What follows belongs to an exercise in optimizing a design on an open flow for small area, a short achievable clock period and few clock cycles per item; a production flow would make more cautious choices. At most, simulation tests tie the RTL to the original design; equivalence was not proved. For run 1, only the layout was checked, not whether the RTL still works. No activity file was given, so power comes from the tool's default toggle rates.

==> flow/design.v, too long to show whole: its modules and the start of the top module <==
// module fa: 4 lines
// module ha: 4 lines
// module booth_enc: 19 lines
// module mac_lane: 796 lines
// module relu_neuron_array: 86 lines
module relu_neuron_array
#(
    parameter int N          = 18,
    parameter int LANES      = 4,
    parameter int K_MAX      = 256,
    parameter int SHIFT      = 18,
    parameter int LEAK_SHIFT = 3
) (
    input  logic                 clk,
    input  logic                 rst,
    input  logic                 in_valid,
    output logic                 in_ready,
    input  logic                 in_last,
    input  logic [N-1:0]         in_x,
    input  logic [LANES*N-1:0]   in_w,
    output logic                 out_valid,
    input  logic                 out_ready,
    output logic [LANES*N-1:0]   out_data,
    output logic                 err_ovf
);
  // ...
==> flow/flow/run.sh <==
#!/bin/bash
cp standard.sh standard.sh.log
bash standard.sh finish SETUP_SLACK_MARGIN=6.6 "BUFFER_PORTS_ARGS=-buffer_cell sky130_fd_sc_hd__buf_2" > standard.log 2>&1
==> flow/standard.sh <==
#!/bin/bash
# synth_recipe.tcl (not shown) runs the flow's synth.tcl, then flattens the netlist and writes it again
# the make line also repeats each setting of config.mk as NAME=value (left out here)
make -C /OpenROAD-flow-scripts/flow DESIGN_CONFIG=/design/flow/config.mk WORK_HOME=/design/flow/orfs CLKGATE_MAP_FILE= SYNTH_SCRIPT=/design/flow/synth_recipe.tcl "${@:-finish}"
==> flow/config.mk <==
export PLATFORM = sky130hd
export DESIGN_NAME = relu_neuron_array
export DESIGN_NICKNAME = relu_neuron_array
export VERILOG_FILES = /design/flow/design.v
export SDC_FILE = /design/flow/constraint.sdc
export NUM_CORES = 4
export LEC_CHECK = 0
export CAP_MARGIN = 20
export CORE_MARGIN = 2
export CORE_UTILIZATION = 65
export CTS_BUF_LIST = sky130_fd_sc_hd__clkbuf_4 sky130_fd_sc_hd__clkbuf_8
export SLEW_MARGIN = 20
export SYNTH_HIERARCHICAL = 1
export SYNTH_MINIMUM_KEEP_SIZE = 0
==> flow/constraint.sdc <==
create_clock -name core_clock -period 10.0 [get_ports {clk}]
set_input_delay 2.0000 -clock core_clock [delete_from_list [all_inputs] [get_ports {clk}]]
set_output_delay 2.0000 -clock core_clock [all_outputs]
set_load 0.01 [all_outputs]
==> impl_metrics.csv, run 1 <==
group,metric,value,unit
final_layout,final_cell_mix,"xnor2_1, fa_1, a22oi_1, dfxtp_1, ha_1",
synth,synthXorXnorAreaFrac,15.0,%
clock_network,cts_hold_buffers,0,
routing,wl_per_cell,27.6,um
sta,fmax,288,MHz
sta,hold_violations,0,
synth,synth_cell_types,71,
clock_network,post_cts.repair.setup_buffers,124,
sta,fin_crit,3470,ps
power,pwr-share-comb,69.9,%
synth,synth_top_area_share,29.5,%
routing,vias,36603,
global_route,met3_usage,12.0,%
clock_network,cts.path.max_buffers,3,
synth,synth-simple-area-share,6.37,%
routing,wl_met1,57400,um
final_layout,inverters,176,
floorplanning,core.rowCount,99,
routing,finalWirelength,154000,um
final_layout,seq_area,10800,sq um
routing,dr.pass1.iters,8,
final_layout,fill_cells,4792,
worst_setup_path,worst_r2r_startpoint,"g_enc[0].u_enc.one_q[3]",
worst_setup_path,slowest_stage,"fa_2",
worst_hold_path,min_to,"err_q",
worst_setup_path,rrSetupSlack,6530,ps
worst_setup_path,crit_path_frequent_cell,"fa_2",
global_route,grt_pass1_vias,38534,
synth,synth-seq-area-share,21.9,%
power,p_comb,0.0141,W
synth,synth_warnings,12,
final_layout,stdcell_area,56100,sq um
routing,viasPerCell,6.54,
clock_network,path_clk_slew,60,ps
worst_setup_path,crit_arrival,4040,ps
sta,setup_viol,0,
sta,tightest_slew,898,ps
synth,postSynthAreaPerCell,10.8,sq um
synth,synth_top_family_by_area,"adder cells",
worst_hold_path,holdCritStartpoint,"err_q",
status,outcome,"finished clean",
==> module relu_neuron_array, before the edit <==
module relu_neuron_array
#(
    parameter int N          = 18,
    parameter int LANES      = 4,
    parameter int K_MAX      = 256,
    parameter int SHIFT      = 18,
    parameter int LEAK_SHIFT = 3
) (
    input  logic                 clk,
    input  logic                 rst,
    input  logic                 in_valid,
    output logic                 in_ready,
    input  logic                 in_last,
    input  logic [N-1:0]         in_x,
    input  logic [LANES*N-1:0]   in_w,
    output logic                 out_valid,
    input  logic                 out_ready,
    output logic [LANES*N-1:0]   out_data,
    output logic                 err_ovf
);
    logic [7:0]      cnt_q;       
    logic            b_q;         
    logic            bc_q;        
    logic            start_q;     
    logic            p_q;         
    logic            v_q;         
    logic            err_q;
    logic fire, close, mv, keep_d;
    logic rdy_q, p_d, v_d;
    assign in_ready = rdy_q;
    assign fire     = in_valid && rdy_q;
    assign close    = fire && (in_last || (&cnt_q));
    assign mv       = p_q && (!v_q || out_ready);
    assign p_d      = bc_q || (p_q && !mv);
    assign v_d      = mv || (v_q && !out_ready);
    assign keep_d   = !(fire && (b_q ? bc_q : start_q));
    always_ff @(posedge clk or negedge rst) begin
        if (!rst) begin
            cnt_q   <= '0;
            b_q     <= 1'b0;
            bc_q    <= 1'b0;
            start_q <= 1'b1;
            rdy_q   <= 1'b1;
            p_q     <= 1'b0;
            v_q     <= 1'b0;
            err_q   <= 1'b0;
        end else begin
            if (close)      cnt_q <= '0;
            else if (fire)  cnt_q <= cnt_q + 8'd1;
            if (close && !in_last) err_q <= 1'b1;
            b_q  <= fire;
            bc_q <= close;
            if (b_q) start_q <= bc_q;
            p_q  <= p_d;
            v_q  <= v_d;
            rdy_q <= !((close && (v_d || p_d)) || (p_d && v_d));
        end
    end
    logic [8:0] one_q [1], two_q [1], neg_q [1];
    for (genvar e = 0; e < 1; e++) begin : g_enc
        booth_enc u_enc (
            .clk   (clk),
            .fire  (fire),
            .x     (in_x),
            .one_q (one_q[e]),
            .two_q (two_q[e]),
            .neg_q (neg_q[e])
        );
    end
    for (genvar i = 0; i < LANES; i++) begin : g_lane
        mac_lane u_lane (
            .clk  (clk),
            .one_q (one_q[0]),
            .two_q (two_q[0]),
            .neg_q (neg_q[0]),
            .w    (in_w[i*N +: N]),
            .keep_d0 (keep_d),
            .keep_d1 (keep_d),
            .mv   (mv),
            .res  (out_data[i*N +: N-1])
        );
        assign out_data[i*N+N-1] = 1'b0;
    end
    assign out_valid = v_q;
    assign err_ovf   = err_q;
endmodule
==> inputs of run 2 (changes only) <==
--- a/flow/design.v
+++ b/flow/design.v
@@ -883,6 +883,6 @@
         end
     end
-    logic [8:0] one_q [1], two_q [1], neg_q [1];
-    for (genvar e = 0; e < 1; e++) begin : g_enc
+    logic [8:0] one_q [2], two_q [2], neg_q [2];
+    for (genvar e = 0; e < 2; e++) begin : g_enc
         booth_enc u_enc (
             .clk   (clk),
@@ -897,7 +897,7 @@
         mac_lane u_lane (
             .clk  (clk),
-            .one_q (one_q[0]),
-            .two_q (two_q[0]),
-            .neg_q (neg_q[0]),
+            .one_q (one_q[i/2]),
+            .two_q (two_q[i/2]),
+            .neg_q (neg_q[i/2]),
             .w    (in_w[i*N +: N]),
             .keep_d0 (keep_d),
==> impl_metrics.csv, run 2 <==
group,metric,value,unit
synth,postSynthAreaPerCell,10.9,sq um
routing,route.detailed.drc,0,
clock_network,cts.path.max_buffers,3,
worst_setup_path,crit_path_frequent_cell,"fa_1",
synth,synth-async-reset-ratio,2.92,%
sta,fin_crit,3410,ps
worst_setup_path,worstPathRequired,10590,ps
power,power.total,0.0199,W
sta,skew,33.6,ps
final_layout,multiInputGateArea,36100,sq um
run,maxCapViolCount,0,
synth,synth_area_leaders,"fa_1, dfxtp_1, xnor2_1",
worst_setup_path,critPathTopFamily,"adder cells",
final_layout,regMostFlops,"g_lane.u_lane.acc0_q",
global_route,grt_start_max_net_pins,69,
worst_setup_path,worstSetupStartpointType,"flip-flop",
global_route,antenna_found_initial,9,
sta,setup_slack,6590,ps
synth,postSynthCellCount,4496,
clock_network,path_clk_slew,60,ps
worst_setup_path,critPathCaptureType,"flip-flop",
routing,finalWirelength,144000,um
sta,rsz0062_at_grt,"yes",
synth,synth_common_cells,"xnor2_1, fa_1, a22oi_1",
sta,hold_violations,0,
routing,dr.pass1.iters,6,
worst_hold_path,hp-class,"flip-flop to flip-flop",
final_layout,seq_area,11400,sq um
worst_hold_path,min_to,"err_q",
synth,synth_warnings,12,
synth,synth-seq-cells,513,
final_layout,top_regs,"g_lane.u_lane.acc0_q x176, g_lane.u_lane.acc1_q x108, g_lane.u_lane.w_q x72",
synth,synth_mux_area_share,0.251,%
floorplanning,core_region_area,74300,sq um
final_layout,instances_no_fill,5596,
worst_setup_path,regToRegEndpoint,"g_lane[2].u_lane.acc0_q[21]",
final_layout,final_common_cell,"xnor2_1",
worst_hold_path,holdCritStartpoint,"err_q",
routing,first_iter_violations,4182,
synth,synth_edf_count,68,
floorplanning,die_h,278,um
global_route,grt_pass1_wl,217000,um
placement,gp_congestion,0.897,
synth,synth-seq-area-share,22.6,%
sta,max_slew_margin,44.2,%
status,outcome,"finished clean",
placement,hpwl,87500,um
clock_network,clk_latency,730,ps
sta,fmax,293,MHz
global_route,grt_use_total,36.4,%
floorplanning,die_w,278,um
synth,synth_top_area_cell,"fa_1",
clock_network,cts_inserted_buffers,92,
worst_hold_path,holdPathStages,1,
worst_setup_path,path_cells,"buf_12 -> a22oi_2 -> xnor2_1 -> fa_1 -> fa_1 -> fa_2 -> fa_1 -> fa_1",
sta,finalSetupTns,0,ps
synth,synth_top_area_share,28.9,%
final_layout,drive_gt1_share,17.9,%
floorplanning,core.rowCount,100,
worst_setup_path,rrSetupSlack,6590,ps
final_layout,area_growth,13.0,%
global_route,grt_pass1_vias,37158,
power,p_per_area,361,nW/um^2
routing,ant_nets,0,
routing,vias,36058,
synth,post-synth-top-count-cell,"xnor2_1",
worst_setup_path,slowest_delay,550,ps
sta,tightest_slew,838,ps
worst_setup_path,worst_r2r_startpoint,"g_enc[1].u_enc.one_q[2]",
clock_network,tritoncts,"done",
placement,dp_slack,5750,ps
sta,fin_crit_sh,34.1,%
synth,synth_top_family_by_area,"adder cells",
floorplanning,initial_core_util,65.6,%
sta,maxSlewViolCount,0,
synth,synth_fa_ha_area_share,35.6,%
placement,port_buffers,165,
worst_setup_path,crit_buf_inv,1,
clock_network,htreeDepth,3,
final_layout,fill_cells,5248,
global_route,overflow,0,
clock_network,root_buffer,"clkbuf_8",
floorplanning,io_pins,170,
routing,wl_per_cell,25.7,um
placement,place_inst,5294,
worst_setup_path,slowest_stage,"fa_1",
final_layout,final_cell_mix,"xnor2_1, fa_1, a22oi_1, dfxtp_1, ha_1",
worst_setup_path,crit_type,"flip-flop to flip-flop",
worst_setup_path,rr_worst_depth,8,
synth,synth_cell_types,71,
clock_network,cts.sinks,513,
synth,synthXorXnorAreaFrac,14.8,%
routing,viasPerCell,6.44,
synth,synth_compound_area_share,15.2,%
power,p_leak,22.0,nW
synth,syn_area,48800,sq um
worst_setup_path,critical_path_peak_fanout,10,
final_layout,nNetsFinal,5599,
synth,synth-simple-area-share,6.86,%
final_layout,largest_register_ff_count,176,
power,peakVddDrop,0.267,mV
sta,setup_viol,0,
floorplanning,die_area,77300,sq um
synth,synth-main-ff-cell,"dfxtp_1",
worst_setup_path,crit_arrival,4000,ps
==> run 2: cell types whose count changed after synthesis, sizes merged, moves of 2 or more <==
cell / before / now
nand4bb: 7 / 14
dfxtp: 403 / 430
xor2: 69 / 77
buf: 106 / 108
nand2: 147 / 155
nand4b: 8 / 16
and2: 130 / 147
==> run 2: layer usage <==
layer,vias up,GRT usage [%],part of all wire [%]
met1,17982,52.6,41
met3,377,9.07,13
met4,0,11.4,3.6
met2,2260,53.9,43
li1,15439,-,-
met5,-,0.750,0
==> run 2: per-stage QoR <==
stage	instance area (sq um)	hold slack [ps]	util (%)
5_1_grt	55100	509	74.2
2_1_floorplan	49100	450	-
3_5_place_dp	49700	466	66.9
6_report	55100	484	74.2
4_1_cts	53500	485	72.0
3_3_place_gp	49700	457	66.9
==> run 2: kinds of logic (layout without fill, tap and decap cells) <==
family                   count (synthesis)  after routing
flip-flops                             513            513
buffers and inverters                  579            697
multiplexers                            10             10
AO/OA/AOI/OAI                         1021           1021
adder cells (fa/ha/maj)                966            966
AND/OR/NAND/NOR                        589            589
XOR/XNOR                               817            817
other                                    1             14
==> run 2: layout make-up <==
| class | instances | area share, % |
|---|---|---|
| Tap cell | 969 | 2.20 |
| Inverter | 177 | 1.20 |
| Clock inverter | 36 | 0.547 |
| Timing Repair Buffer | 352 | 6.79 |
| Multi-Input combinational cell | 3407 | 65.5 |
| Antenna cell | 10 | 0.0454 |
| Sequential cell | 513 | 20.6 |
| Clock buffer | 132 | 3.11 |
==> run 2: modules after synthesis, one instance, submodules excluded <==
module	cell area [sq um]	flops+latches	cells
ha	12.5	0	1
fa	20.0	0	1
relu_neuron_array	741	15	66
booth_enc	952	27	81
mac_lane	7550	111	853
==> run 2: how the worst max path moves through the flow <==
stage,slack [ps],end,depth (start not counted),from
6_report,6590,g_lane[2].u_lane.acc0_q[21],8,g_enc[1].u_enc.one_q[2]
5_1_grt,6520,g_lane[0].u_lane.acc0_q[42],15,g_enc[0].u_enc.two_q[8]
4_1_cts,6590,in_ready,1,rdy_q
3_5_place_dp,5750,g_lane[1].u_lane.acc0_q[42],16,g_enc[0].u_enc.one_q[8]
3_3_place_gp,5790,g_lane[1].u_lane.acc0_q[42],16,g_enc[0].u_enc.one_q[8]
2_1_floorplan,6600,g_lane[0].u_lane.acc0_q[42],17,g_enc[0].u_enc.two_q[8]
==> run 2: what timing repair did <==
| item | 4_1_cts | 5_1_grt |
|---|---|---|
| cloned | 18 | 22 |
| pin swaps | 31 | 88 |
| hold buffers | 0 | 0 |
| endpoints found under the setup margin | 131 | 79 |
| gates resized for setup | 307 | 189 |
| setup buffers | 28 | 56 |
==> run 2: report_power, final <==
part | switching [W] | total, W | internal, W
Combinational | 0.00722 | 0.0138 | 0.00655
Sequential | 0.000693 | 0.00393 | 0.00323
Clock | 0.000989 | 0.00220 | 0.00121
Testbench counts of run 2, summed over its fixed seeds: cycles 16,199, vectors 480.
==> inputs of run 3 (changes only) <==
==> flow/flow/run.sh (replaced) <==
#!/bin/bash
cp standard.sh standard.sh.log
bash standard.sh finish SETUP_SLACK_MARGIN=6.7 "BUFFER_PORTS_ARGS=-buffer_cell sky130_fd_sc_hd__buf_2" > standard.log 2>&1
==> impl_metrics.csv, run 3 <==
group,metric,value,unit
status,outcome,"finished clean",
worst_setup_path,critPathTopFamily,"adder cells",
floorplanning,core.rowCount,100,
final_layout,area_growth,18.5,%
worst_setup_path,worstSetupStartpointType,"flip-flop",
synth,synth_warnings,12,
worst_setup_path,crit_start,"g_enc[0].u_enc.one_q[2]",
worst_setup_path,critPathCaptureType,"flip-flop",
routing,viasPerCell,6.52,
power,peakVddDrop,0.257,mV
global_route,grt_pass1_vias,39050,
synth,synth_area_leaders,"fa_1, dfxtp_1, xnor2_1",
sta,fin_crit_sh,34.5,%
synth,synth_cell_types,71,
routing,wl_per_cell,26.5,um
worst_setup_path,slowest_delay,540,ps
sta,fmax,290,MHz
synth,synth-async-reset-ratio,2.92,%
placement,place_inst,5300,
worst_setup_path,worstPathRequired,10620,ps
global_route,grt_start_max_net_pins,69,
sta,rsz0062_at_grt,"yes",
power,p_leak,23.2,nW
worst_setup_path,crit_buf_inv,1,
worst_setup_path,regToRegEndpoint,"g_lane[1].u_lane.acc0_q[20]",
floorplanning,die_w,278,um
worst_setup_path,rr_worst_depth,8,
floorplanning,initial_core_util,65.6,%
global_route,overflow,0,
worst_setup_path,path_cells,"bufbuf_16 -> a22oi_2 -> xnor2_1 -> fa_2 -> fa_1 -> fa_2 -> fa_2 -> fa_1",
final_layout,top_regs,"g_lane.u_lane.acc0_q x176, g_lane.u_lane.acc1_q x108, g_lane.u_lane.w_q x72",
final_layout,regMostFlops,"g_lane.u_lane.acc0_q",
worst_setup_path,worst_r2r_startpoint,"g_enc[0].u_enc.one_q[2]",
global_route,grt_use_total,38.8,%
synth,synth_top_area_share,28.9,%
synth,synth-seq-area-share,22.6,%
power,p_per_area,358,nW/um^2
floorplanning,die_area,77300,sq um
sta,skew,40.2,ps
synth,synth-seq-cells,513,
placement,port_buffers,165,
synth,synth_top_area_cell,"fa_1",
routing,first_iter_violations,4340,
final_layout,nNetsFinal,5755,
clock_network,htreeDepth,3,
synth,synth-main-ff-cell,"dfxtp_1",
sta,setup_viol,0,
floorplanning,core_region_area,74300,sq um
floorplanning,io_pins,170,
clock_network,path_clk_slew,60,ps
placement,gp_congestion,0.882,
sta,fin_crit,3450,ps
worst_setup_path,crit_type,"flip-flop to flip-flop",
sta,maxSlewViolCount,0,
sta,tightest_slew,1110,ps
routing,dr.pass1.iters,7,
final_layout,final_cell_mix,"xnor2_1, fa_1, a22oi_1, dfxtp_1, ha_1",
clock_network,cts_inserted_buffers,97,
worst_setup_path,crit_path_frequent_cell,"fa_2",
worst_setup_path,path_depth,8,
routing,route.detailed.drc,0,
synth,postSynthCellCount,4496,
worst_setup_path,crit_arrival,4070,ps
worst_setup_path,cp-endpoint,"g_lane[1].u_lane.acc0_q[20]",
worst_setup_path,slowest_stage,"fa_2",
worst_setup_path,rrSetupSlack,6550,ps
clock_network,clk_latency,740,ps
routing,vias,37591,
final_layout,largest_register_ff_count,176,
synth,postSynthAreaPerCell,10.9,sq um
clock_network,cts.sinks,513,
run,maxCapViolCount,0,
clock_network,tritoncts,"done",
clock_network,cts_hold_buffers,0,
worst_hold_path,hp-class,"flip-flop to flip-flop",
floorplanning,die_h,278,um
placement,hpwl,85300,um
clock_network,root_buffer,"clkbuf_8",
final_layout,final_common_cell,"xnor2_1",
sta,max_slew_margin,25.7,%
synth,synth_common_cells,"xnor2_1, fa_1, a22oi_1",
synth,syn_area,48800,sq um
clock_network,cts.path.max_buffers,3,
global_route,grt_pass1_wl,230000,um
sta,hold_violations,0,
routing,ant_nets,0,
synth,synth_edf_count,68,
synth,post-synth-top-count-cell,"xnor2_1",
final_layout,drive_gt1_share,24.3,%
sta,finalSetupTns,0,ps
routing,finalWirelength,153000,um
global_route,antenna_found_initial,19,
worst_setup_path,critical_path_peak_fanout,8,
final_layout,instances_no_fill,5767,
[run 3: cell types whose count changed in the layout (fill, tap and decap cells not counted), moves of 10 or more]
cell       before  now
clkbuf_16      22    6
buf_6          14   24
xnor2_2        10   37
fa_2           36  117
bufbuf_16      18   40
xnor2_1       730  703
fa_1          668  587
a22oi_2        45  110
buf_4          84  196
a22oi_1       575  510
[run 3: how the worst min path moves through the flow]
| stage | from | end | slack, ps | cells past startpoint |
|---|---|---|---|---|
| after global placement | err_q | err_q | 460 | 1 |
| after floorplan | bc_q | rdy_q | 450 | 1 |
| after detailed placement | err_q | err_q | 470 | 1 |
| after CTS | err_q | err_q | 490 | 1 |
| final | err_q | err_q | 490 | 1 |
| after global routing | err_q | err_q | 530 | 1 |
[run 3: layout make-up]
cell class | count | area [sq um]
antenna | 17 | 42.5
clock buffer | 144 | 1860
clock inverter | 37 | 348
fill | 4697 | 16500
inverter | 177 | 664
multi-input combinational | 3407 | 36800
sequential | 513 | 11400
tap | 969 | 1210
timing repair buffer | 503 | 5450
[run 3: timing repair]
item                       CTS  global route
setup endpoints to repair  185           120
cloned                      44             6
resized for setup          465           230
setup buffers              137            82
pin swaps                  100           164
[run 3: kinds of logic (layout without fill, tap and decap cells)]
logic type	count (synthesis)	after routing	synth area share, %
compound gates	1021	1021	15.2
xor+xnor	817	817	14.8
buf+inv	579	861	4.68
fa+ha+maj	966	966	35.6
other cells	1	21	0.00769
flops	513	513	22.6
mux	10	10	0.251
simple gates	589	589	6.86
[run 3: stage by stage]
| step | power, W | hold slack, ps | worst slack (ps) | utilization [%] | cell area (sq um) |
|---|---|---|---|---|---|
| after floorplan | 0.0137 | 450 | 6680 | - | 49300 |
| after global placement | 0.0167 | 462 | 5830 | 67.0 | 49800 |
| after detailed placement | 0.0171 | 472 | 5770 | 67.0 | 49800 |
| after CTS | 0.0201 | 492 | 6580 | 75.3 | 56000 |
| after global routing | 0.0230 | 532 | 6460 | 77.8 | 57800 |
| final | 0.0207 | 486 | 6550 | 77.8 | 57800 |
[run 3: modules after synthesis (local to each module, per instance)]
module | cells inside | times used | cell area, sq um
relu_neuron_array | 66 | 1 | 741
ha | 1 | 160 | 12.5
fa | 1 | 696 | 20.0
booth_enc | 81 | 2 | 952
mac_lane | 853 | 4 | 7550
[run 3: layer usage]
metal	vias up	routed length [um]	global-route usage, %
met5	-	58	0
met4	8	8000	19.1
met3	616	19500	11.6
met2	2534	66300	57.1
met1	18632	59000	52.5
li1	15801	-	-
[run 3: report_power, final]
| part | switching [W] | total [W] | internal [W] | leakage [nW] |
|---|---|---|---|---|
| logic | 0.00752 | 0.0145 | 0.00694 | 17.5 |
| clock network | 0.00102 | 0.00235 | 0.00133 | 1.16 |
| registers | 0.000658 | 0.00389 | 0.00323 | 4.48 |

-- port drivers added, routing unchanged --
In the flow no input, the clock included, has a driving cell. The finished layouts below were timed again as built, in two steps. Step 1: set_driving_cell puts a clkbuf_16 on clk and a buf_2 on each other input, an assumption about the parent block. Step 2 adds t to the input delays and takes it off the output delays; t is the mean of the earliest and latest rising clock arrival at the registers after step 1. Input paths then give back, and output paths get back, about the clock's delay inside the block. a / b / c = ideal ports / drivers / drivers and shift; a / b = the first two.
run	t (ns)	setup slack, ns	worst setup path after step 2	worst data-port slew with drivers (ns)
run 1	0.768	6.529 / 6.529 / 6.089	input to register	0.08
run 2	0.784	6.592 / 6.565 / 6.333	input to register	0.14
run 3	0.792	6.547 / 6.547 / 6.141	input to register	0.18
After both steps every run listed still meets setup and hold. For run 1, which loses most, drivers alone change the setup slack by 0.000 ns; drivers and shift together by -0.440 ns.
